From an optimization exercise on the open Yosys and OpenROAD flow, aimed at small area, a short achievable clock period and few clock cycles per item; shortcuts taken in it are not production practice. The RTL was checked by simulation tests, not by an equivalence proof against the original design.

==> design.v <==
package fx_pkg;
    localparam int FX_WIDTH = 16;
    localparam int FX_QFRAC = 8;
    typedef enum logic {
        COMB_ADD = 1'b0,     
        COMB_SUB = 1'b1      
    } fx_comb_op_e;
endpackage
`timescale 1ns/1ps
module fx_mul (
    input  logic [15:0] a,
    input  logic [7:0]  bneg,     
    input  logic [7:0]  bone,     
    input  logic [7:0]  btwo,     
    input  logic        m,        
    output logic [23:0] x,
    output logic [23:0] y
);
    wire t0 = (((bone[0] & a[0]) | (btwo[0] & 1'b0)) ^ bneg[0]);
    wire t1 = (((bone[0] & a[1]) | (btwo[0] & a[0])) ^ bneg[0]);
    wire t2 = (((bone[0] & a[2]) | (btwo[0] & a[1])) ^ bneg[0]);
    wire t3 = (((bone[0] & a[3]) | (btwo[0] & a[2])) ^ bneg[0]);
    wire t4 = (((bone[0] & a[4]) | (btwo[0] & a[3])) ^ bneg[0]);
    wire t5 = (((bone[0] & a[5]) | (btwo[0] & a[4])) ^ bneg[0]);
    wire t6 = (((bone[0] & a[6]) | (btwo[0] & a[5])) ^ bneg[0]);
    wire t7 = (((bone[0] & a[7]) | (btwo[0] & a[6])) ^ bneg[0]);
    wire t8 = (((bone[0] & a[8]) | (btwo[0] & a[7])) ^ bneg[0]);
    wire t9 = (((bone[0] & a[9]) | (btwo[0] & a[8])) ^ bneg[0]);
    wire t10 = (((bone[0] & a[10]) | (btwo[0] & a[9])) ^ bneg[0]);
    wire t11 = (((bone[0] & a[11]) | (btwo[0] & a[10])) ^ bneg[0]);
    wire t12 = (((bone[0] & a[12]) | (btwo[0] & a[11])) ^ bneg[0]);
    wire t13 = (((bone[0] & a[13]) | (btwo[0] & a[12])) ^ bneg[0]);
    wire t14 = (((bone[0] & a[14]) | (btwo[0] & a[13])) ^ bneg[0]);
    wire t15 = (((bone[0] & a[15]) | (btwo[0] & a[14])) ^ bneg[0]);
    wire t16 = ~(((bone[0] & a[15]) | (btwo[0] & a[15])) ^ bneg[0]);
    wire t17 = (((bone[1] & a[0]) | (btwo[1] & 1'b0)) ^ bneg[1]);
    wire t18 = (((bone[1] & a[1]) | (btwo[1] & a[0])) ^ bneg[1]);
    wire t19 = (((bone[1] & a[2]) | (btwo[1] & a[1])) ^ bneg[1]);
    wire t20 = (((bone[1] & a[3]) | (btwo[1] & a[2])) ^ bneg[1]);
    wire t21 = (((bone[1] & a[4]) | (btwo[1] & a[3])) ^ bneg[1]);
    wire t22 = (((bone[1] & a[5]) | (btwo[1] & a[4])) ^ bneg[1]);
    wire t23 = (((bone[1] & a[6]) | (btwo[1] & a[5])) ^ bneg[1]);
    wire t24 = (((bone[1] & a[7]) | (btwo[1] & a[6])) ^ bneg[1]);
    wire t25 = (((bone[1] & a[8]) | (btwo[1] & a[7])) ^ bneg[1]);
    wire t26 = (((bone[1] & a[9]) | (btwo[1] & a[8])) ^ bneg[1]);
    wire t27 = (((bone[1] & a[10]) | (btwo[1] & a[9])) ^ bneg[1]);
    wire t28 = (((bone[1] & a[11]) | (btwo[1] & a[10])) ^ bneg[1]);
    wire t29 = (((bone[1] & a[12]) | (btwo[1] & a[11])) ^ bneg[1]);
    wire t30 = (((bone[1] & a[13]) | (btwo[1] & a[12])) ^ bneg[1]);
    wire t31 = (((bone[1] & a[14]) | (btwo[1] & a[13])) ^ bneg[1]);
    wire t32 = (((bone[1] & a[15]) | (btwo[1] & a[14])) ^ bneg[1]);
    wire t33 = ~(((bone[1] & a[15]) | (btwo[1] & a[15])) ^ bneg[1]);
    wire t34 = (((bone[2] & a[0]) | (btwo[2] & 1'b0)) ^ bneg[2]);
    wire t35 = (((bone[2] & a[1]) | (btwo[2] & a[0])) ^ bneg[2]);
    wire t36 = (((bone[2] & a[2]) | (btwo[2] & a[1])) ^ bneg[2]);
    wire t37 = (((bone[2] & a[3]) | (btwo[2] & a[2])) ^ bneg[2]);
    wire t38 = (((bone[2] & a[4]) | (btwo[2] & a[3])) ^ bneg[2]);
    wire t39 = (((bone[2] & a[5]) | (btwo[2] & a[4])) ^ bneg[2]);
    wire t40 = (((bone[2] & a[6]) | (btwo[2] & a[5])) ^ bneg[2]);
    wire t41 = (((bone[2] & a[7]) | (btwo[2] & a[6])) ^ bneg[2]);
    wire t42 = (((bone[2] & a[8]) | (btwo[2] & a[7])) ^ bneg[2]);
    wire t43 = (((bone[2] & a[9]) | (btwo[2] & a[8])) ^ bneg[2]);
    wire t44 = (((bone[2] & a[10]) | (btwo[2] & a[9])) ^ bneg[2]);
    wire t45 = (((bone[2] & a[11]) | (btwo[2] & a[10])) ^ bneg[2]);
    wire t46 = (((bone[2] & a[12]) | (btwo[2] & a[11])) ^ bneg[2]);
    wire t47 = (((bone[2] & a[13]) | (btwo[2] & a[12])) ^ bneg[2]);
    wire t48 = (((bone[2] & a[14]) | (btwo[2] & a[13])) ^ bneg[2]);
    wire t49 = (((bone[2] & a[15]) | (btwo[2] & a[14])) ^ bneg[2]);
    wire t50 = ~(((bone[2] & a[15]) | (btwo[2] & a[15])) ^ bneg[2]);
    wire t51 = (((bone[3] & a[0]) | (btwo[3] & 1'b0)) ^ bneg[3]);
    wire t52 = (((bone[3] & a[1]) | (btwo[3] & a[0])) ^ bneg[3]);
    wire t53 = (((bone[3] & a[2]) | (btwo[3] & a[1])) ^ bneg[3]);
    wire t54 = (((bone[3] & a[3]) | (btwo[3] & a[2])) ^ bneg[3]);
    wire t55 = (((bone[3] & a[4]) | (btwo[3] & a[3])) ^ bneg[3]);
    wire t56 = (((bone[3] & a[5]) | (btwo[3] & a[4])) ^ bneg[3]);
    wire t57 = (((bone[3] & a[6]) | (btwo[3] & a[5])) ^ bneg[3]);
    wire t58 = (((bone[3] & a[7]) | (btwo[3] & a[6])) ^ bneg[3]);
    wire t59 = (((bone[3] & a[8]) | (btwo[3] & a[7])) ^ bneg[3]);
    wire t60 = (((bone[3] & a[9]) | (btwo[3] & a[8])) ^ bneg[3]);
    wire t61 = (((bone[3] & a[10]) | (btwo[3] & a[9])) ^ bneg[3]);
    wire t62 = (((bone[3] & a[11]) | (btwo[3] & a[10])) ^ bneg[3]);
    wire t63 = (((bone[3] & a[12]) | (btwo[3] & a[11])) ^ bneg[3]);
    wire t64 = (((bone[3] & a[13]) | (btwo[3] & a[12])) ^ bneg[3]);
    wire t65 = (((bone[3] & a[14]) | (btwo[3] & a[13])) ^ bneg[3]);
    wire t66 = (((bone[3] & a[15]) | (btwo[3] & a[14])) ^ bneg[3]);
    wire t67 = ~(((bone[3] & a[15]) | (btwo[3] & a[15])) ^ bneg[3]);
    wire t68 = (((bone[4] & a[0]) | (btwo[4] & 1'b0)) ^ bneg[4]);
    wire t69 = (((bone[4] & a[1]) | (btwo[4] & a[0])) ^ bneg[4]);
    wire t70 = (((bone[4] & a[2]) | (btwo[4] & a[1])) ^ bneg[4]);
    wire t71 = (((bone[4] & a[3]) | (btwo[4] & a[2])) ^ bneg[4]);
    wire t72 = (((bone[4] & a[4]) | (btwo[4] & a[3])) ^ bneg[4]);
    wire t73 = (((bone[4] & a[5]) | (btwo[4] & a[4])) ^ bneg[4]);
    wire t74 = (((bone[4] & a[6]) | (btwo[4] & a[5])) ^ bneg[4]);
    wire t75 = (((bone[4] & a[7]) | (btwo[4] & a[6])) ^ bneg[4]);
    wire t76 = (((bone[4] & a[8]) | (btwo[4] & a[7])) ^ bneg[4]);
    wire t77 = (((bone[4] & a[9]) | (btwo[4] & a[8])) ^ bneg[4]);
    wire t78 = (((bone[4] & a[10]) | (btwo[4] & a[9])) ^ bneg[4]);
    wire t79 = (((bone[4] & a[11]) | (btwo[4] & a[10])) ^ bneg[4]);
    wire t80 = (((bone[4] & a[12]) | (btwo[4] & a[11])) ^ bneg[4]);
    wire t81 = (((bone[4] & a[13]) | (btwo[4] & a[12])) ^ bneg[4]);
    wire t82 = (((bone[4] & a[14]) | (btwo[4] & a[13])) ^ bneg[4]);
    wire t83 = (((bone[4] & a[15]) | (btwo[4] & a[14])) ^ bneg[4]);
    wire t84 = (((bone[5] & a[0]) | (btwo[5] & 1'b0)) ^ bneg[5]);
    wire t85 = (((bone[5] & a[1]) | (btwo[5] & a[0])) ^ bneg[5]);
    wire t86 = (((bone[5] & a[2]) | (btwo[5] & a[1])) ^ bneg[5]);
    wire t87 = (((bone[5] & a[3]) | (btwo[5] & a[2])) ^ bneg[5]);
    wire t88 = (((bone[5] & a[4]) | (btwo[5] & a[3])) ^ bneg[5]);
    wire t89 = (((bone[5] & a[5]) | (btwo[5] & a[4])) ^ bneg[5]);
    wire t90 = (((bone[5] & a[6]) | (btwo[5] & a[5])) ^ bneg[5]);
    wire t91 = (((bone[5] & a[7]) | (btwo[5] & a[6])) ^ bneg[5]);
    wire t92 = (((bone[5] & a[8]) | (btwo[5] & a[7])) ^ bneg[5]);
    wire t93 = (((bone[5] & a[9]) | (btwo[5] & a[8])) ^ bneg[5]);
    wire t94 = (((bone[5] & a[10]) | (btwo[5] & a[9])) ^ bneg[5]);
    wire t95 = (((bone[5] & a[11]) | (btwo[5] & a[10])) ^ bneg[5]);
    wire t96 = (((bone[5] & a[12]) | (btwo[5] & a[11])) ^ bneg[5]);
    wire t97 = (((bone[5] & a[13]) | (btwo[5] & a[12])) ^ bneg[5]);
    wire t98 = (((bone[6] & a[0]) | (btwo[6] & 1'b0)) ^ bneg[6]);
    wire t99 = (((bone[6] & a[1]) | (btwo[6] & a[0])) ^ bneg[6]);
    wire t100 = (((bone[6] & a[2]) | (btwo[6] & a[1])) ^ bneg[6]);
    wire t101 = (((bone[6] & a[3]) | (btwo[6] & a[2])) ^ bneg[6]);
    wire t102 = (((bone[6] & a[4]) | (btwo[6] & a[3])) ^ bneg[6]);
    wire t103 = (((bone[6] & a[5]) | (btwo[6] & a[4])) ^ bneg[6]);
    wire t104 = (((bone[6] & a[6]) | (btwo[6] & a[5])) ^ bneg[6]);
    wire t105 = (((bone[6] & a[7]) | (btwo[6] & a[6])) ^ bneg[6]);
    wire t106 = (((bone[6] & a[8]) | (btwo[6] & a[7])) ^ bneg[6]);
    wire t107 = (((bone[6] & a[9]) | (btwo[6] & a[8])) ^ bneg[6]);
    wire t108 = (((bone[6] & a[10]) | (btwo[6] & a[9])) ^ bneg[6]);
    wire t109 = (((bone[6] & a[11]) | (btwo[6] & a[10])) ^ bneg[6]);
    wire t110 = (((bone[7] & a[0]) | (btwo[7] & 1'b0)) ^ bneg[7]);
    wire t111 = (((bone[7] & a[1]) | (btwo[7] & a[0])) ^ bneg[7]);
    wire t112 = (((bone[7] & a[2]) | (btwo[7] & a[1])) ^ bneg[7]);
    wire t113 = (((bone[7] & a[3]) | (btwo[7] & a[2])) ^ bneg[7]);
    wire t114 = (((bone[7] & a[4]) | (btwo[7] & a[3])) ^ bneg[7]);
    wire t115 = (((bone[7] & a[5]) | (btwo[7] & a[4])) ^ bneg[7]);
    wire t116 = (((bone[7] & a[6]) | (btwo[7] & a[5])) ^ bneg[7]);
    wire t117 = (((bone[7] & a[7]) | (btwo[7] & a[6])) ^ bneg[7]);
    wire t118 = (((bone[7] & a[8]) | (btwo[7] & a[7])) ^ bneg[7]);
    wire t119 = (((bone[7] & a[9]) | (btwo[7] & a[8])) ^ bneg[7]);
    wire t120 = bneg[5] ^ t10 ^ m;
    wire t121 = (bneg[5] & t10) | (bneg[5] & m) | (t10 & m);
    wire t122 = t11 ^ t26 ^ m;
    wire t123 = (t11 & t26) | (t11 & m) | (t26 & m);
    wire t124 = bneg[6] ^ t12 ^ t27;
    wire t125 = (bneg[6] & t12) | (bneg[6] & t27) | (t12 & t27);
    wire t126 = t42 ^ t57 ^ m;
    wire t127 = (t42 & t57) | (t42 & m) | (t57 & m);
    wire t128 = t13 ^ t28 ^ t43;
    wire t129 = (t13 & t28) | (t13 & t43) | (t28 & t43);
    wire t130 = t58 ^ t73 ^ m;
    wire t131 = (t58 & t73) | (t58 & m) | (t73 & m);
    wire t132 = bneg[7] ^ t14 ^ t29;
    wire t133 = (bneg[7] & t14) | (bneg[7] & t29) | (t14 & t29);
    wire t134 = t44 ^ t59 ^ t74;
    wire t135 = (t44 & t59) | (t44 & t74) | (t59 & t74);
    wire t136 = t88 ^ t100 ^ m;
    wire t137 = (t88 & t100) | (t88 & m) | (t100 & m);
    wire t138 = t15 ^ t30 ^ t45;
    wire t139 = (t15 & t30) | (t15 & t45) | (t30 & t45);
    wire t140 = t60 ^ t75 ^ t89;
    wire t141 = (t60 & t75) | (t60 & t89) | (t75 & t89);
    wire t142 = t101 ^ t111 ^ m;
    wire t143 = (t101 & t111) | (t101 & m) | (t111 & m);
    wire t144 = ~m ^ t16 ^ t31;
    wire t145 = (~m & t16) | (~m & t31) | (t16 & t31);
    wire t146 = t46 ^ t61 ^ t76;
    wire t147 = (t46 & t61) | (t46 & t76) | (t61 & t76);
    wire t148 = t90 ^ t102 ^ t112;
    wire t149 = (t90 & t102) | (t90 & t112) | (t102 & t112);
    wire t150 = ~m ^ t32 ^ t47;
    wire t151 = (~m & t32) | (~m & t47) | (t32 & t47);
    wire t152 = t62 ^ t77 ^ t91;
    wire t153 = (t62 & t77) | (t62 & t91) | (t77 & t91);
    wire t154 = t103 ^ t113 ^ m;
    wire t155 = (t103 & t113) | (t103 & m) | (t113 & m);
    wire t156 = t33 ^ t48 ^ t63;
    wire t157 = (t33 & t48) | (t33 & t63) | (t48 & t63);
    wire t158 = t78 ^ t92 ^ t104;
    wire t159 = (t78 & t92) | (t78 & t104) | (t92 & t104);
    wire t160 = ~m ^ t49 ^ t64;
    wire t161 = (~m & t49) | (~m & t64) | (t49 & t64);
    wire t162 = t79 ^ t93 ^ m;
    wire t163 = (t79 & t93) | (t79 & m) | (t93 & m);
    wire t164 = t50 ^ t65 ^ t80;
    wire t165 = (t50 & t65) | (t50 & t80) | (t65 & t80);
    wire t166 = ~m ^ t66 ^ m;
    wire t167 = (~m & t66) | (~m & m) | (t66 & m);
    wire t168 = bneg[3] ^ t6 ^ m;
    wire t169 = (bneg[3] & t6) | (bneg[3] & m) | (t6 & m);
    wire t170 = ~m ^ t7 ^ t22;
    wire t171 = (~m & t7) | (~m & t22) | (t7 & t22);
    wire t172 = bneg[4] ^ t8 ^ t23;
    wire t173 = (bneg[4] & t8) | (bneg[4] & t23) | (t8 & t23);
    wire t174 = t38 ^ t53 ^ m;
    wire t175 = (t38 & t53) | (t38 & m) | (t53 & m);
    wire t176 = t9 ^ t24 ^ t39;
    wire t177 = (t9 & t24) | (t9 & t39) | (t24 & t39);
    wire t178 = t54 ^ t69 ^ m;
    wire t179 = (t54 & t69) | (t54 & m) | (t69 & m);
    wire t180 = t25 ^ t40 ^ t55;
    wire t181 = (t25 & t40) | (t25 & t55) | (t40 & t55);
    wire t182 = t70 ^ t84 ^ t120;
    wire t183 = (t70 & t84) | (t70 & t120) | (t84 & t120);
    wire t184 = t41 ^ t56 ^ t71;
    wire t185 = (t41 & t56) | (t41 & t71) | (t56 & t71);
    wire t186 = t85 ^ t121 ^ t122;
    wire t187 = (t85 & t121) | (t85 & t122) | (t121 & t122);
    wire t188 = t72 ^ t86 ^ t98;
    wire t189 = (t72 & t86) | (t72 & t98) | (t86 & t98);
    wire t190 = t123 ^ t126 ^ t124;
    wire t191 = (t123 & t126) | (t123 & t124) | (t126 & t124);
    wire t192 = t87 ^ t99 ^ t127;
    wire t193 = (t87 & t99) | (t87 & t127) | (t99 & t127);
    wire t194 = t130 ^ t125 ^ t128;
    wire t195 = (t130 & t125) | (t130 & t128) | (t125 & t128);
    wire t196 = t110 ^ t131 ^ t136;
    wire t197 = (t110 & t131) | (t110 & t136) | (t131 & t136);
    wire t198 = t129 ^ t132 ^ t134;
    wire t199 = (t129 & t132) | (t129 & t134) | (t132 & t134);
    wire t200 = t137 ^ t142 ^ t133;
    wire t201 = (t137 & t142) | (t137 & t133) | (t142 & t133);
    wire t202 = t135 ^ t138 ^ t140;
    wire t203 = (t135 & t138) | (t135 & t140) | (t138 & t140);
    wire t204 = t143 ^ t139 ^ t141;
    wire t205 = (t143 & t139) | (t143 & t141) | (t139 & t141);
    wire t206 = t144 ^ t146 ^ t148;
    wire t207 = (t144 & t146) | (t144 & t148) | (t146 & t148);
    wire t208 = t154 ^ t145 ^ t147;
    wire t209 = (t154 & t145) | (t154 & t147) | (t145 & t147);
    wire t210 = t149 ^ t150 ^ t152;
    wire t211 = (t149 & t150) | (t149 & t152) | (t150 & t152);
    wire t212 = t114 ^ t155 ^ t151;
    wire t213 = (t114 & t155) | (t114 & t151) | (t155 & t151);
    wire t214 = t153 ^ t156 ^ t158;
    wire t215 = (t153 & t156) | (t153 & t158) | (t156 & t158);
    wire t216 = t105 ^ t115 ^ t162;
    wire t217 = (t105 & t115) | (t105 & t162) | (t115 & t162);
    wire t218 = t157 ^ t159 ^ t160;
    wire t219 = (t157 & t159) | (t157 & t160) | (t159 & t160);
    wire t220 = t94 ^ t106 ^ t116;
    wire t221 = (t94 & t106) | (t94 & t116) | (t106 & t116);
    wire t222 = t163 ^ t161 ^ t164;
    wire t223 = (t163 & t161) | (t163 & t164) | (t161 & t164);
    wire t224 = t81 ^ t95 ^ t107;
    wire t225 = (t81 & t95) | (t81 & t107) | (t95 & t107);
    wire t226 = t117 ^ t166 ^ t165;
    wire t227 = (t117 & t166) | (t117 & t165) | (t166 & t165);
    wire t228 = t67 ^ t82 ^ t96;
    wire t229 = (t67 & t82) | (t67 & t96) | (t82 & t96);
    wire t230 = t108 ^ t118 ^ t167;
    wire t231 = (t108 & t118) | (t108 & t167) | (t118 & t167);
    wire t232 = ~m ^ t83 ^ t97;
    wire t233 = (~m & t83) | (~m & t97) | (t83 & t97);
    wire t234 = t109 ^ t119 ^ m;
    wire t235 = (t109 & t119) | (t109 & m) | (t119 & m);
    wire t236 = bneg[2] ^ t4 ^ m;
    wire t237 = (bneg[2] & t4) | (bneg[2] & m) | (t4 & m);
    wire t238 = t5 ^ t20 ^ m;
    wire t239 = (t5 & t20) | (t5 & m) | (t20 & m);
    wire t240 = t21 ^ t36 ^ t51;
    wire t241 = (t21 & t36) | (t21 & t51) | (t36 & t51);
    wire t242 = t37 ^ t52 ^ t169;
    wire t243 = (t37 & t52) | (t37 & t169) | (t52 & t169);
    wire t244 = t68 ^ t174 ^ t171;
    wire t245 = (t68 & t174) | (t68 & t171) | (t174 & t171);
    wire t246 = t175 ^ t178 ^ t173;
    wire t247 = (t175 & t178) | (t175 & t173) | (t178 & t173);
    wire t248 = t179 ^ t177 ^ t180;
    wire t249 = (t179 & t177) | (t179 & t180) | (t177 & t180);
    wire t250 = t181 ^ t184 ^ t183;
    wire t251 = (t181 & t184) | (t181 & t183) | (t184 & t183);
    wire t252 = t185 ^ t188 ^ t187;
    wire t253 = (t185 & t188) | (t185 & t187) | (t188 & t187);
    wire t254 = t189 ^ t192 ^ t191;
    wire t255 = (t189 & t192) | (t189 & t191) | (t192 & t191);
    wire t256 = t193 ^ t196 ^ t195;
    wire t257 = (t193 & t196) | (t193 & t195) | (t196 & t195);
    wire t258 = t197 ^ t199 ^ t200;
    wire t259 = (t197 & t199) | (t197 & t200) | (t199 & t200);
    wire t260 = t201 ^ t203 ^ t204;
    wire t261 = (t201 & t203) | (t201 & t204) | (t203 & t204);
    wire t262 = t205 ^ t207 ^ t208;
    wire t263 = (t205 & t207) | (t205 & t208) | (t207 & t208);
    wire t264 = t209 ^ t211 ^ t212;
    wire t265 = (t209 & t211) | (t209 & t212) | (t211 & t212);
    wire t266 = t213 ^ t216 ^ t215;
    wire t267 = (t213 & t216) | (t213 & t215) | (t216 & t215);
    wire t268 = t220 ^ t217 ^ t219;
    wire t269 = (t220 & t217) | (t220 & t219) | (t217 & t219);
    wire t270 = t221 ^ t224 ^ t223;
    wire t271 = (t221 & t224) | (t221 & t223) | (t224 & t223);
    wire t272 = t225 ^ t228 ^ t230;
    wire t273 = (t225 & t228) | (t225 & t230) | (t228 & t230);
    wire t274 = t234 ^ t229 ^ t232;
    wire t275 = (t234 & t229) | (t234 & t232) | (t229 & t232);
    wire t276 = bneg[1] ^ t2 ^ m;
    wire t277 = (bneg[1] & t2) | (bneg[1] & m) | (t2 & m);
    wire t278 = t3 ^ t18 ^ m;
    wire t279 = (t3 & t18) | (t3 & m) | (t18 & m);
    wire t280 = t19 ^ t34 ^ t236;
    wire t281 = (t19 & t34) | (t19 & t236) | (t34 & t236);
    wire t282 = t35 ^ t237 ^ t238;
    wire t283 = (t35 & t237) | (t35 & t238) | (t237 & t238);
    wire t284 = t239 ^ t168 ^ t240;
    wire t285 = (t239 & t168) | (t239 & t240) | (t168 & t240);
    wire t286 = t241 ^ t170 ^ t242;
    wire t287 = (t241 & t170) | (t241 & t242) | (t170 & t242);
    wire t288 = t172 ^ t243 ^ t244;
    wire t289 = (t172 & t243) | (t172 & t244) | (t243 & t244);
    wire t290 = t176 ^ t245 ^ t246;
    wire t291 = (t176 & t245) | (t176 & t246) | (t245 & t246);
    wire t292 = t247 ^ t182 ^ t248;
    wire t293 = (t247 & t182) | (t247 & t248) | (t182 & t248);
    wire t294 = t186 ^ t249 ^ t250;
    wire t295 = (t186 & t249) | (t186 & t250) | (t249 & t250);
    wire t296 = t190 ^ t251 ^ t252;
    wire t297 = (t190 & t251) | (t190 & t252) | (t251 & t252);
    wire t298 = t194 ^ t253 ^ t254;
    wire t299 = (t194 & t253) | (t194 & t254) | (t253 & t254);
    wire t300 = t198 ^ t255 ^ t256;
    wire t301 = (t198 & t255) | (t198 & t256) | (t255 & t256);
    wire t302 = t202 ^ t257 ^ t258;
    wire t303 = (t202 & t257) | (t202 & t258) | (t257 & t258);
    wire t304 = t206 ^ t259 ^ t260;
    wire t305 = (t206 & t259) | (t206 & t260) | (t259 & t260);
    wire t306 = t210 ^ t261 ^ t262;
    wire t307 = (t210 & t261) | (t210 & t262) | (t261 & t262);
    wire t308 = t214 ^ t263 ^ t264;
    wire t309 = (t214 & t263) | (t214 & t264) | (t263 & t264);
    wire t310 = t218 ^ t265 ^ t266;
    wire t311 = (t218 & t265) | (t218 & t266) | (t265 & t266);
    wire t312 = t222 ^ t267 ^ t268;
    wire t313 = (t222 & t267) | (t222 & t268) | (t267 & t268);
    wire t314 = t226 ^ t269 ^ t270;
    wire t315 = (t226 & t269) | (t226 & t270) | (t269 & t270);
    wire t316 = t227 ^ t272 ^ t271;
    wire t317 = (t227 & t272) | (t227 & t271) | (t272 & t271);
    wire t318 = t231 ^ t274 ^ t273;
    wire t319 = (t231 & t274) | (t231 & t273) | (t274 & t273);
    assign x = {t317, t315, t313, t311, t309, t307, t305, t303, t301, t299, t297, t295, t293, t291, t289, t287, t285, t283, t281, t279, t277, t276, t1, bneg[0]};
    assign y = {t318, t316, t314, t312, t310, t308, t306, t304, t302, t300, t298, t296, t294, t292, t290, t288, t286, t284, t282, t280, t278, t17, m, t0};
endmodule
module fx_booth_enc (
    input  logic [15:0] b,
    output logic [7:0]  bneg,
    output logic [7:0]  bone,
    output logic [7:0]  btwo
);
    logic [16:0] bx;
    assign bx = {b, 1'b0};
    always_comb begin
        for (int i = 0; i < 8; i++) begin
            bneg[i] = bx[2*i+2];
            bone[i] = bx[2*i+1] ^ bx[2*i];
            btwo[i] = (bx[2*i+2] & ~bx[2*i+1] & ~bx[2*i]) | (~bx[2*i+2] & bx[2*i+1] & bx[2*i]);
        end
    end
endmodule
`timescale 1ns/1ps
module fx_sum_sat (
    input  logic        mode,     
    input  logic [15:0] x0h,
    input  logic [15:0] y0h,
    input  logic        c0,
    input  logic [15:0] x1h,
    input  logic [15:0] y1h,
    input  logic        c1,
    output logic [15:0] result,
    output logic        sat
);
    logic [15:0] l0, l1, u, v, sum;
    logic        s0, s1;
    assign l0 = x0h + y0h + {15'd0, c0};
    assign l1 = x1h + y1h + {15'd0, c1};
    assign s0 = l0[15];
    assign s1 = l1[15];           
    wire k0 = x0h[0] ^ y0h[0];
    wire k1 = x0h[0] & y0h[0];
    wire k2 = x1h[0] ^ y1h[0] ^ c0;
    wire k3 = (x1h[0] & y1h[0]) | (x1h[0] & c0) | (y1h[0] & c0);
    wire k4 = x0h[1] ^ y0h[1] ^ x1h[1];
    wire k5 = (x0h[1] & y0h[1]) | (x0h[1] & x1h[1]) | (y0h[1] & x1h[1]);
    wire k6 = x0h[2] ^ y0h[2];
    wire k7 = x0h[2] & y0h[2];
    wire k8 = x0h[3] ^ y0h[3];
    wire k9 = x0h[3] & y0h[3];
    wire k10 = x0h[4] ^ y0h[4];
    wire k11 = x0h[4] & y0h[4];
    wire k12 = x0h[5] ^ y0h[5];
    wire k13 = x0h[5] & y0h[5];
    wire k14 = x0h[6] ^ y0h[6];
    wire k15 = x0h[6] & y0h[6];
    wire k16 = x0h[7] ^ y0h[7];
    wire k17 = x0h[7] & y0h[7];
    wire k18 = x0h[8] ^ y0h[8];
    wire k19 = x0h[8] & y0h[8];
    wire k20 = x0h[9] ^ y0h[9];
    wire k21 = x0h[9] & y0h[9];
    wire k22 = x0h[10] ^ y0h[10];
    wire k23 = x0h[10] & y0h[10];
    wire k24 = x0h[11] ^ y0h[11];
    wire k25 = x0h[11] & y0h[11];
    wire k26 = x0h[12] ^ y0h[12];
    wire k27 = x0h[12] & y0h[12];
    wire k28 = x0h[13] ^ y0h[13];
    wire k29 = x0h[13] & y0h[13];
    wire k30 = x0h[14] ^ y0h[14];
    wire k31 = x0h[14] & y0h[14];
    wire k32 = x0h[15] ^ y0h[15];
    wire k33 = x0h[15] & y0h[15];
    wire k34 = c1 ^ mode;
    wire k35 = c1 & mode;
    wire k36 = y1h[1] ^ k1 ^ k3;
    wire k37 = (y1h[1] & k1) | (y1h[1] & k3) | (k1 & k3);
    wire k38 = x1h[2] ^ y1h[2] ^ k6;
    wire k39 = (x1h[2] & y1h[2]) | (x1h[2] & k6) | (y1h[2] & k6);
    wire k40 = x1h[3] ^ y1h[3] ^ k7;
    wire k41 = (x1h[3] & y1h[3]) | (x1h[3] & k7) | (y1h[3] & k7);
    wire k42 = x1h[4] ^ y1h[4] ^ k9;
    wire k43 = (x1h[4] & y1h[4]) | (x1h[4] & k9) | (y1h[4] & k9);
    wire k44 = x1h[5] ^ y1h[5] ^ k11;
    wire k45 = (x1h[5] & y1h[5]) | (x1h[5] & k11) | (y1h[5] & k11);
    wire k46 = x1h[6] ^ y1h[6] ^ k13;
    wire k47 = (x1h[6] & y1h[6]) | (x1h[6] & k13) | (y1h[6] & k13);
    wire k48 = x1h[7] ^ y1h[7] ^ k15;
    wire k49 = (x1h[7] & y1h[7]) | (x1h[7] & k15) | (y1h[7] & k15);
    wire k50 = x1h[8] ^ y1h[8] ^ k17;
    wire k51 = (x1h[8] & y1h[8]) | (x1h[8] & k17) | (y1h[8] & k17);
    wire k52 = x1h[9] ^ y1h[9] ^ k19;
    wire k53 = (x1h[9] & y1h[9]) | (x1h[9] & k19) | (y1h[9] & k19);
    wire k54 = x1h[10] ^ y1h[10] ^ k21;
    wire k55 = (x1h[10] & y1h[10]) | (x1h[10] & k21) | (y1h[10] & k21);
    wire k56 = x1h[11] ^ y1h[11] ^ k23;
    wire k57 = (x1h[11] & y1h[11]) | (x1h[11] & k23) | (y1h[11] & k23);
    wire k58 = x1h[12] ^ y1h[12] ^ k25;
    wire k59 = (x1h[12] & y1h[12]) | (x1h[12] & k25) | (y1h[12] & k25);
    wire k60 = x1h[13] ^ y1h[13] ^ k27;
    wire k61 = (x1h[13] & y1h[13]) | (x1h[13] & k27) | (y1h[13] & k27);
    wire k62 = x1h[14] ^ y1h[14] ^ k29;
    wire k63 = (x1h[14] & y1h[14]) | (x1h[14] & k29) | (y1h[14] & k29);
    wire k64 = x1h[15] ^ y1h[15] ^ k31;
    wire k65 = (x1h[15] & y1h[15]) | (x1h[15] & k31) | (y1h[15] & k31);
    wire k66 = k34 ^ k0;
    wire k67 = k34 & k0;
    wire k68 = k35 ^ k4 ^ k36;
    wire k69 = (k35 & k4) | (k35 & k36) | (k4 & k36);
    wire k70 = k5 ^ k37 ^ k38;
    wire k71 = (k5 & k37) | (k5 & k38) | (k37 & k38);
    wire k72 = k8 ^ k39 ^ k40;
    wire k73 = (k8 & k39) | (k8 & k40) | (k39 & k40);
    wire k74 = k10 ^ k41 ^ k42;
    wire k75 = (k10 & k41) | (k10 & k42) | (k41 & k42);
    wire k76 = k12 ^ k43 ^ k44;
    wire k77 = (k12 & k43) | (k12 & k44) | (k43 & k44);
    wire k78 = k14 ^ k45 ^ k46;
    wire k79 = (k14 & k45) | (k14 & k46) | (k45 & k46);
    wire k80 = k16 ^ k47 ^ k48;
    wire k81 = (k16 & k47) | (k16 & k48) | (k47 & k48);
    wire k82 = k18 ^ k49 ^ k50;
    wire k83 = (k18 & k49) | (k18 & k50) | (k49 & k50);
    wire k84 = k20 ^ k51 ^ k52;
    wire k85 = (k20 & k51) | (k20 & k52) | (k51 & k52);
    wire k86 = k22 ^ k53 ^ k54;
    wire k87 = (k22 & k53) | (k22 & k54) | (k53 & k54);
    wire k88 = k24 ^ k55 ^ k56;
    wire k89 = (k24 & k55) | (k24 & k56) | (k55 & k56);
    wire k90 = k26 ^ k57 ^ k58;
    wire k91 = (k26 & k57) | (k26 & k58) | (k57 & k58);
    wire k92 = k28 ^ k59 ^ k60;
    wire k93 = (k28 & k59) | (k28 & k60) | (k59 & k60);
    wire k94 = k30 ^ k61 ^ k62;
    wire k95 = (k30 & k61) | (k30 & k62) | (k61 & k62);
    wire k96 = k32 ^ k63 ^ k64;
    wire k97 = (k32 & k63) | (k32 & k64) | (k63 & k64);
    assign u = {k95, k93, k91, k89, k87, k85, k83, k81, k79, k77, k75, k73, k71, k69, k67, k66};
    assign v = {k96, k94, k92, k90, k88, k86, k84, k82, k80, k78, k76, k74, k72, k70, k68, k2};
    assign sum = u + v;
    assign sat    = (s0 == s1) && (sum[15] != s0);
    assign result = sat ? {s0, {15{~s0}}} : sum;
endmodule
`timescale 1ns/1ps
module fx_dot2_top (
    input  logic        clk,
    input  logic        rst_n,
    input  logic        mode,     
    input  logic        valid_in,
    output logic        ready_out,
    input  logic [15:0] a0,
    input  logic [15:0] b0,
    input  logic [15:0] a1,
    input  logic [15:0] b1,
    output logic        valid_out,
    input  logic        ready_in,
    output logic [15:0] result,
    output logic        sat
);
    logic adv3, adv2, adv1, valid_x, valid_y;
    assign adv3      = !valid_out || ready_in;
    assign adv2      = adv3 || !valid_y;
    assign adv1      = adv2 || !valid_x;
    assign ready_out = adv1;
    always_ff @(posedge clk or negedge rst_n) begin
        if (!rst_n) begin
            valid_x   <= 1'b0;
            valid_y   <= 1'b0;
            valid_out <= 1'b0;
        end else begin
            if (adv1)
                valid_x <= valid_in;
            if (adv2)
                valid_y <= valid_x;
            if (adv3)
                valid_out <= valid_y;
        end
    end
    logic [7:0]  bn0, bo0, bt0, bn1, bo1, bt1;
    fx_booth_enc lane0_enc_i (.b(b0), .bneg(bn0), .bone(bo0), .btwo(bt0));
    fx_booth_enc lane1_enc_i (.b(b1), .bneg(bn1), .bone(bo1), .btwo(bt1));
    logic [15:0] a0_q, a1_q;
    logic [7:0]  bn0_q, bo0_q, bt0_q, bn1_q, bo1_q, bt1_q;
    logic        mode_q;
    always_ff @(posedge clk) begin
        if (adv1) begin
            a0_q   <= a0;
            a1_q   <= a1;
            bn0_q  <= bn0;
            bo0_q  <= bo0;
            bt0_q  <= bt0;
            bn1_q  <= bn1 ^ {8{mode}};
            bo1_q  <= bo1;
            bt1_q  <= bt1;
            mode_q <= mode;
        end
    end
    logic [23:0] x0, y0, x1m, y1m;
    fx_mul lane0_mul_i (.a(a0_q), .bneg(bn0_q), .bone(bo0_q), .btwo(bt0_q), .m(1'b0), .x(x0), .y(y0));
    fx_mul lane1_mul_i (.a(a1_q), .bneg(bn1_q), .bone(bo1_q), .btwo(bt1_q), .m(mode_q), .x(x1m), .y(y1m));
    logic [8:0] lo0, lo1;
    assign lo0 = {1'b0, x0[7:0]} + {1'b0, y0[7:0]};
    assign lo1 = {1'b0, x1m[7:0] ^ {8{mode_q}}} + {1'b0, y1m[7:0] ^ {8{mode_q}}};
    logic [15:0] x0h_q, y0h_q, x1h_q, y1h_q;
    logic        c0_q, c1_q, mode_y;
    always_ff @(posedge clk) begin
        if (adv2) begin
            x0h_q  <= x0[23:8];
            y0h_q  <= y0[23:8];
            x1h_q  <= x1m[23:8];
            y1h_q  <= y1m[23:8];
            c0_q   <= lo0[8];
            c1_q   <= lo1[8] ^ mode_q;
            mode_y <= mode_q;
        end
    end
    logic [15:0] result_nxt;
    logic        sat_nxt;
    fx_sum_sat sum_i (.mode(mode_y), .x0h(x0h_q), .y0h(y0h_q), .c0(c0_q), .x1h(x1h_q), .y1h(y1h_q),
                      .c1(c1_q), .result(result_nxt), .sat(sat_nxt));
    always_ff @(posedge clk) begin
        if (adv3) begin
            result <= result_nxt;
            sat    <= sat_nxt;
        end
    end
endmodule
==> flow/run.sh <==
#!/bin/bash
# The standard layout with two changes:
#  - between synthesis and floorplan, fainv.py chooses the polarity of every full adder (and
#    of gates that have an inverting twin) so that fewer inverters sit between them; registers,
#    ports and the function are unchanged;
#  - every port still gets its buffer, but a buf_4 rather than the default pick.
# Each tool's output goes to its own log here.
set -euo pipefail
R="$PWD/orfs/results/$FLOW_PLATFORM/fx_dot2_top/base"
bash standard.sh "$R/1_2_yosys.v" > synth.log 2>&1
cp "$R/1_2_yosys.v" "$R/1_2_yosys.std.v"
python3 flow/fainv.py "$R/1_2_yosys.std.v" "$R/1_2_yosys.v" > fainv.log 2>&1
bash standard.sh finish "BUFFER_PORTS_ARGS=-buffer_cell sky130_fd_sc_hd__buf_4" > layout.log 2>&1
==> flow/fainv.py <==
#!/usr/bin/env python3
"""Remove inverters around full-adder cells in a Yosys gate netlist.

A full adder is self-dual: with all three inputs complemented it gives both outputs
complemented. Yosys's adder extraction picks each adder's polarity on its own and puts
inverters between adders. This script chooses the polarities again so that as few signals
as possible need an inverter: it may flip a full adder (complement its inputs and outputs),
swap a gate for its inverting twin (and2 <-> nand2, a21o <-> a21oi, ...), and let an xor or
xnor take an input in the other polarity by swapping xor <-> xnor. Then it rewrites the
netlist with one inverter per signal still needed in both polarities. Registers, ports and
the function are unchanged.
usage: fainv.py IN.v OUT.v
"""
import os
import re
import sys

INV = "sky130_fd_sc_hd__inv_"
FA = "sky130_fd_sc_hd__fa_"
OUTPINS = {"X", "Y", "Q", "Q_N", "SUM", "COUT", "HI", "LO"}

LIBF = os.path.join(os.environ.get("FLOW_HOME", "/OpenROAD-flow-scripts/flow"), "platforms/sky130hd/lib/sky130_fd_sc_hd__tt_025C_1v80.lib")
PAIRS = """and2 nand2, or2 nor2, and3 nand3, or3 nor3, and4 nand4, or4 nor4, xor2 xnor2,
a21o a21oi, o21a o21ai, a22o a22oi, o22a o22ai, a211o a211oi, o211a o211ai, a31o a31oi,
o31a o31ai, a32o a32oi, a221o a221oi, o221a o221ai, a311o a311oi, o311a o311ai, a41o a41oi,
o41a o41ai, a2111o a2111oi, o2111a o2111ai, and2b nand2b, or2b nor2b, and3b nand3b,
or3b nor3b, and4b nand4b, or4b nor4b, and4bb nand4bb, or4bb nor4bb, mux2 mux2i, xor3 xnor3,
a21bo a21boi, o21ba o21bai, a2bb2o a2bb2oi, o2bb2a o2bb2ai"""
LIBTEXT = open(LIBF).read()
LIBCELLS = set(re.findall(r'cell \("?sky130_fd_sc_hd__(\w+?)"?\)', LIBTEXT))
OUTPIN = {}     # single-output cell -> its output pin
_starts = [m.start() for m in re.finditer(r'cell \("?sky130_fd_sc_hd__', LIBTEXT)] + [len(LIBTEXT)]
for _i, _j in zip(_starts, _starts[1:]):
    _body = LIBTEXT[_i:_j]
    _name = re.match(r'cell \("?(sky130_fd_sc_hd__\w+?)"?\)', _body).group(1)
    _outs = [m.group(1) for m in re.finditer(r'pin \("?(\w+)"?\)\s*\{\s*[^{}]*?direction\s*:\s*"?output', _body)]
    if len(_outs) == 1:
        OUTPIN[_name] = _outs[0]
TWIN = {}
for pair in PAIRS.replace("\n", " ").split(","):
    pos, neg = pair.split()
    for x, y in ((pos, neg), (neg, pos)):
        for c in LIBCELLS:
            m = re.fullmatch(re.escape(x) + r"_(\d+)", c)
            if not m:
                continue
            sizes = sorted(int(z.group(1)) for z in (re.fullmatch(re.escape(y) + r"_(\d+)", d) for d in LIBCELLS) if z)
            if not sizes:
                continue
            want = int(m.group(1))
            got = want if want in sizes else min(sizes, key=lambda k: (abs(k - want), k))
            TWIN["sky130_fd_sc_hd__" + c] = "sky130_fd_sc_hd__" + f"{y}_{got}"
TWIN = {k: v for k, v in TWIN.items() if k in OUTPIN and v in OUTPIN}

src = open(sys.argv[1]).read()
mod_start = src.index("module ")
body_end = src.rindex("endmodule")

cell_re = re.compile(r"^  (sky130_fd_sc_hd__\w+) (\S+) +\(\n(.*?)\n  \);\n", re.S | re.M)
pin_re = re.compile(r"^    \.(\w+)\((.*)\),?$")

cells = []
spans = []
for m in cell_re.finditer(src):
    pins = []
    for line in m.group(3).split("\n"):
        pm = pin_re.match(line)
        assert pm, line
        pins.append([pm.group(1), pm.group(2).strip()])
    cells.append({"type": m.group(1), "name": m.group(2), "pins": pins})
    spans.append((m.start(), m.end()))

# output ports
ports_out = set()
hdr = src[mod_start:src.index(");", mod_start)]
for m in re.finditer(r"^\s*output\s+(\[\d+:\d+\]\s+)?(\S+?);", src[mod_start:body_end], re.M):
    rng, nm = m.group(1), m.group(2)
    if rng:
        hi, lo = map(int, re.findall(r"\d+", rng))
        for i in range(min(hi, lo), max(hi, lo) + 1):
            ports_out.add(f"{nm}[{i}]")
    else:
        ports_out.add(nm)

# assigns would complicate the picture: refuse them
assert not re.search(r"^\s*assign ", src[mod_start:body_end], re.M), "netlist has assigns"

driver = {}
for ci, c in enumerate(cells):
    for p, n in c["pins"]:
        if p in OUTPINS:
            driver[n] = ci


def is_inv(ci):
    return cells[ci]["type"].startswith(INV)


def pin(c, p):
    for q, n in c["pins"]:
        if q == p:
            return n


# base signal and polarity of each net
memo = {}


def base(n):
    if n in memo:
        return memo[n]
    ci = driver.get(n)
    if ci is not None and is_inv(ci):
        b, pol = base(pin(cells[ci], "A"))
        r = (b, pol ^ 1)
    else:
        r = (n, 0)
    memo[n] = r
    return r


XORS = {}
for c in LIBCELLS:
    m = re.fullmatch(r"(xor|xnor)([23])_(\d+)", c)
    if m:
        other = ("xnor" if m.group(1) == "xor" else "xor") + m.group(2) + "_" + m.group(3)
        if other in LIBCELLS:
            XORS["sky130_fd_sc_hd__" + c] = "sky130_fd_sc_hd__" + other
isxor = set(ci for ci, c in enumerate(cells) if c["type"] in XORS)

fas = [ci for ci, c in enumerate(cells) if c["type"].startswith(FA)]
isfa = set(fas)
twins = [ci for ci, c in enumerate(cells) if c["type"] in TWIN]
flip = {ci: 0 for ci in fas + twins}

# consumers of each base: list of (cell index or port, required polarity relative to base before flips)
cons = {}
for ci, c in enumerate(cells):
    if is_inv(ci):
        continue
    if ci in isxor:
        continue        # takes either polarity (see below)
    for p, n in c["pins"]:
        if p in OUTPINS or n.startswith("1'") or n.startswith("0'"):
            continue
        b, pol = base(n)
        cons.setdefault(b, []).append((ci, pol))
for n in ports_out:
    b, pol = base(n)
    cons.setdefault(b, []).append((-1, pol))


def avail(b):
    ci = driver.get(b)
    return flip.get(ci, 0) if ci is not None else 0


def cost(b):
    a = avail(b)
    return int(any((pol ^ (flip[ci] if ci in isfa else 0)) != a for ci, pol in cons.get(b, [])))


def touched(ci):
    c = cells[ci]
    bs = set()
    for p, n in c["pins"]:
        if p in OUTPINS:
            bs.add(n)
        elif ci in isfa and not n.startswith("1'"):
            bs.add(base(n)[0])
    return bs


before = sum(cost(b) for b in cons)
changed = True
rounds = 0
while changed and rounds < 50:
    changed = False
    rounds += 1
    for ci in fas + twins:
        bs = touched(ci)
        c0 = sum(cost(b) for b in bs)
        flip[ci] ^= 1
        c1 = sum(cost(b) for b in bs)
        if c1 < c0:
            changed = True
        else:
            flip[ci] ^= 1
after = sum(cost(b) for b in cons)
ninv = sum(1 for ci in range(len(cells)) if is_inv(ci))

# names for (base, polarity): prefer existing nets, ports first
names = {}
for n in list(memo.keys()) + list(ports_out):
    b, pol = base(n)
    key = (b, pol)
    if n in ports_out:
        assert key not in names or names[key] not in ports_out or names[key] == n, f"two ports for {key}"
        names[key] = n
    else:
        names.setdefault(key, n)
newwires = []


def name(b, pol):
    key = (b, pol)
    if key not in names:
        nm = f"_fainv{len(newwires)}_"
        newwires.append(nm)
        names[key] = nm
    return names[key]


out_cells = []
for ci, c in enumerate(cells):
    if is_inv(ci):
        continue
    f = flip.get(ci, 0) if ci in isfa else 0
    typ = c["type"]
    tw = flip.get(ci, 0) and ci not in isfa
    if ci in isxor:
        # an xor takes each input in the polarity its driver gives, swapping to xnor per
        # input taken complemented; a flipped output (twin) swaps it once more
        tog = 1 if tw else 0
        for p, n in c["pins"]:
            if p in OUTPINS or n.startswith("1'") or n.startswith("0'"):
                continue
            b, pol = base(n)
            if avail(b) != pol:
                tog ^= 1
        if tog:
            typ = XORS[typ]
        pins = []
        for p, n in c["pins"]:
            if p in OUTPINS:
                q = OUTPIN[typ]
                pins.append((q, name(n, avail(n))))
            elif n.startswith("1'") or n.startswith("0'"):
                pins.append((p, n))
            else:
                b, pol = base(n)
                pins.append((p, name(b, avail(b))))
        out_cells.append((typ, c["name"], pins))
        continue
    if tw:
        typ = TWIN[typ]
    pins = []
    for p, n in c["pins"]:
        if p in OUTPINS:
            q = OUTPIN[typ] if tw else p
            pins.append((q, name(n, avail(n))))
        elif n.startswith("1'") or n.startswith("0'"):
            if f:
                n = {"1'h0": "1'h1", "1'h1": "1'h0", "1'b0": "1'b1", "1'b1": "1'b0"}[n]
            pins.append((p, n))
        else:
            b, pol = base(n)
            pins.append((p, name(b, pol ^ f)))
    out_cells.append((typ, c["name"], pins))

# one inverter per base signal whose consumers need the other polarity
k = 0
for b in cons:
    a = avail(b)
    need = set()
    for ci, pol in cons[b]:
        need.add(pol ^ (flip[ci] if ci in isfa else 0))
    if (1 - a) in need:
        out_cells.append(("sky130_fd_sc_hd__inv_1", f"_fainv_cell{k}_",
                          [("A", name(b, a)), ("Y", name(b, 1 - a))]))
        k += 1

# every (base, pol) name in use must be driven: a name driven nowhere means a port fed
# straight from another port or constant, which this script does not handle
def esc(n):
    return n + " " if n.startswith("\\") else n


text = []
for t, nm, pins in out_cells:
    text.append(f"  {t} {esc(nm)} (\n" + ",\n".join(f"    .{p}({esc(n)})" for p, n in pins) + "\n  );\n")

for (s0, e0), (s1, e1) in zip(spans, spans[1:]):
    assert src[e0:s1].strip() == "", "text between cells: " + src[e0:s1][:200]
first = spans[0][0]
last = spans[-1][1]
decl = "".join(f"  wire {w};\n" for w in newwires)
res = src[:first] + decl + "".join(text) + src[last:]
open(sys.argv[2], "w").write(res)
print(f"fainv: {len(fas)} full adders, {len(twins)} gates with a twin, {sum(flip.values())} flipped, inverters {ninv} -> {k}"
      f" (signals needing one: {before} -> {after})", file=sys.stderr)
==> standard.sh <==
#!/bin/bash
# synth_recipe.tcl (not shown) runs the flow's synth.tcl, then flattens the netlist and writes it again
# the make line also repeats each setting of config.mk as NAME=value (left out here)
make -C /OpenROAD-flow-scripts/flow DESIGN_CONFIG=/design/flow/config.mk WORK_HOME=/design/flow/orfs CLKGATE_MAP_FILE= SYNTH_SCRIPT=/design/flow/synth_recipe.tcl "${@:-finish}"
==> config.mk <==
export PLATFORM = sky130hd
export DESIGN_NAME = fx_dot2_top
export DESIGN_NICKNAME = fx_dot2_top
export VERILOG_FILES = /design/flow/design.v
export SDC_FILE = /design/flow/constraint.sdc
export NUM_CORES = 4
export LEC_CHECK = 0
export CAP_MARGIN = 20
export CORE_MARGIN = 2
export CORE_UTILIZATION = 40
export SLEW_MARGIN = 20
==> constraint.sdc <==
create_clock -name core_clock -period 7.0 [get_ports {clk}]
set_input_delay 1.4000 -clock core_clock [delete_from_list [all_inputs] [get_ports {clk}]]
set_output_delay 1.4000 -clock core_clock [all_outputs]
set_load 0.01 [all_outputs]
==> summary.txt <==
GRT overflow 0; post-CTS sizing 0; Gate Count Post-Synth 1445; fin crit share 56.3%; reg2reg path depth 11; layout cells sized above 1 9.87%; Worst Path Arrival around 4100 ps; RR Startpoint c0_q$_DFFE_PP_; Non-Filler Instances 1981; drt first pass iters 5; worst rel slew slack 27.9%; CP Class register to register; synthesized area per cell 11.6 sq um; commonest non-fill, non-tap cell in the layout a22oi_1; dpl cells 1949; Skew-Pair Late Insertion Delay 450 ps; Worst Path Max Fanout 12; initial antenna violation count 0; Starting Density 40.7%; setup bufs post-CTS 0; setup_tns 0 ps; largest net degree at the start of global routing 69; first-pass GRT wire length between 60 and 70 mm; Core ar. 41000 sq um; Global Route Usage Sum 17.9%; Final Wtd Congestion 0.842; Hold Vio Cnt, Final 0; nature of the critical path startpoint register; Net Count, Synth 1796; highest clock rate 254 MHz; Row Count 74; max-cap violations 0; die footprint 43400 sq um; I/O pin cnt 88; Worst R2R End result[1]$_DFFE_PP_; worst setup path endpoint result[1]$_DFFE_PP_; Routed wire per std cell 18.8 um; hold_buf cts 0; Final Setup Violations 0; Tmin final slightly below 4000 ps; CTS clk-pin slew, worst paths 70 ps; RSZ-0062 raised after global routing false; H-tree Lvls 4; clk buf depth 2; synth warn 2; I/O Buffers 87; root buf cell clkbuf_16; Final Slew Violations 0; DRT iter0 DRCs 800; cts bufs inserted 17; Vias/cell 5.55; routed via count 11003; commonest non-fill, non-tap cells in the layout a22oi_1, fa_1, xnor2_1, edfxtp_1, xor2_1; worst endpoint required time 7200 ps; area grow syn2layout 8.57%; worst min-delay path class register to register; clk_skew ~12 ps; Die H 208 um; Post-Syn Area 16700 sq um; DRT Wirelength 37.2 mm; utilization after layout 44.2%; via count of the first global-routing pass 11273; # fillers 3783; diode count 0; die width 208 um; Hold WS between 400 and 500 ps; post-route ant nets 0; outcome no timing/DRC/antenna violations; Post-DP HPWL 28.2 mm; Worst setup startpoint c0_q$_DFFE_PP_; register-to-register setup slack between 3000 and 4000 ps; Sink Count 168; DRC viols 0; Final #Nets 1787; Worst setup EP type register; Slew @ Worst Pin 1080 ps; CTS tree yes
## metrics by stage
step,cell area (sq um),setup slack [ps]
6_report,18100,3060
5_1_grt,18100,2760
4_1_cts,18100,3050
3_5_place_dp,17600,3060
3_3_place_gp,17600,3150
2_1_floorplan,16700,1790
## state kept, by name, indices dropped and copies added, names as in the netlist
register,count
a0_q,16
a1_q,16
result,16
x0h_q,16
x1h_q,16
y0h_q,16
y1h_q,16
bn0_q,8
bn1_q,8
bo0_q,8
bo1_q,8
bt0_q,8
bt1_q,8
c0_q,1
c1_q,1
mode_q,1
mode_y,1
sat,1
valid_out,1
valid_x,1
valid_y,1
## worst max-delay path, cell delays in order (launching register included)
cell,delay [ps]
edfxtp_1,430
fa_1,460
fa_1,530
fa_1,450
ha_1,300
nand3_1,90
a21oi_1,300
o211ai_1,150
a211oi_2,420
o22ai_2,290
a21oi_1,210
a21oi_1,60
## per-layer routing
layer	vias up	GRT usage (%)	routed length [um]
li1	5013	-	-
met1	5619	25.0	16700
met2	319	29.0	17900
met3	52	2.31	1750
met4	0	5.98	873
met5	-	0	0
## cell type report
class / count / area (sq um) / share of cell area [%]
multi-input combinational: 1063 / 10800 / 59.8
sequential: 168 / 5030 / 27.8
timing repair buffer: 93 / 698 / 3.85
tap: 532 / 666 / 3.67
clock buffer: 17 / 425 / 2.35
inverter: 93 / 349 / 1.93
clock inverter: 15 / 120 / 0.663
## worst min-delay path by stage
stage	from	to	slack, ps	depth (start not counted)
3_5_place_dp	valid_x$_DFFE_PN0P_	valid_y$_DFFE_PN0P_	460	1
5_1_grt	valid_x$_DFFE_PN0P_	valid_y$_DFFE_PN0P_	490	1
2_1_floorplan	valid_x$_DFFE_PN0P_	valid_y$_DFFE_PN0P_	440	1
4_1_cts	valid_x$_DFFE_PN0P_	valid_y$_DFFE_PN0P_	480	1
3_3_place_gp	valid_x$_DFFE_PN0P_	valid_y$_DFFE_PN0P_	450	1
6_report	valid_x$_DFFE_PN0P_	valid_y$_DFFE_PN0P_	480	1
Testbench counts, summed over its fixed seeds: cycles 4,144, items 4,096.

re-timing with driven ports:
How much do the figures lean on ideal ports? The routed layout below was timed once more, with nothing changed but the port constraints. Step 1 (the two cells are an assumption about what drives the block):
set clk [get_ports {clk}]
set_driving_cell -lib_cell sky130_fd_sc_hd__clkbuf_16 $clk
set_driving_cell -lib_cell sky130_fd_sc_hd__buf_2 [delete_from_list [all_inputs] $clk]
Step 2 moves the port delays by t, midway between the first and last clock arrival at a register: inputs arrive t later, outputs are due t later. That takes back most of the time a late clock gives input paths. Slacks: ideal / step 1 / step 2; pairs: ideal / step 1.
shift t [ns]: 0.495
setup WS [ns]: 3.061 / 3.061 / 3.061
slew at the worst register clock pin (ns): 0.07 / 0.07
pins driven straight from the clock port: 1
After both steps setup and hold are still met in this run. For this run, drivers alone change the setup slack by 0.000 ns; drivers and shift together by 0.000 ns.
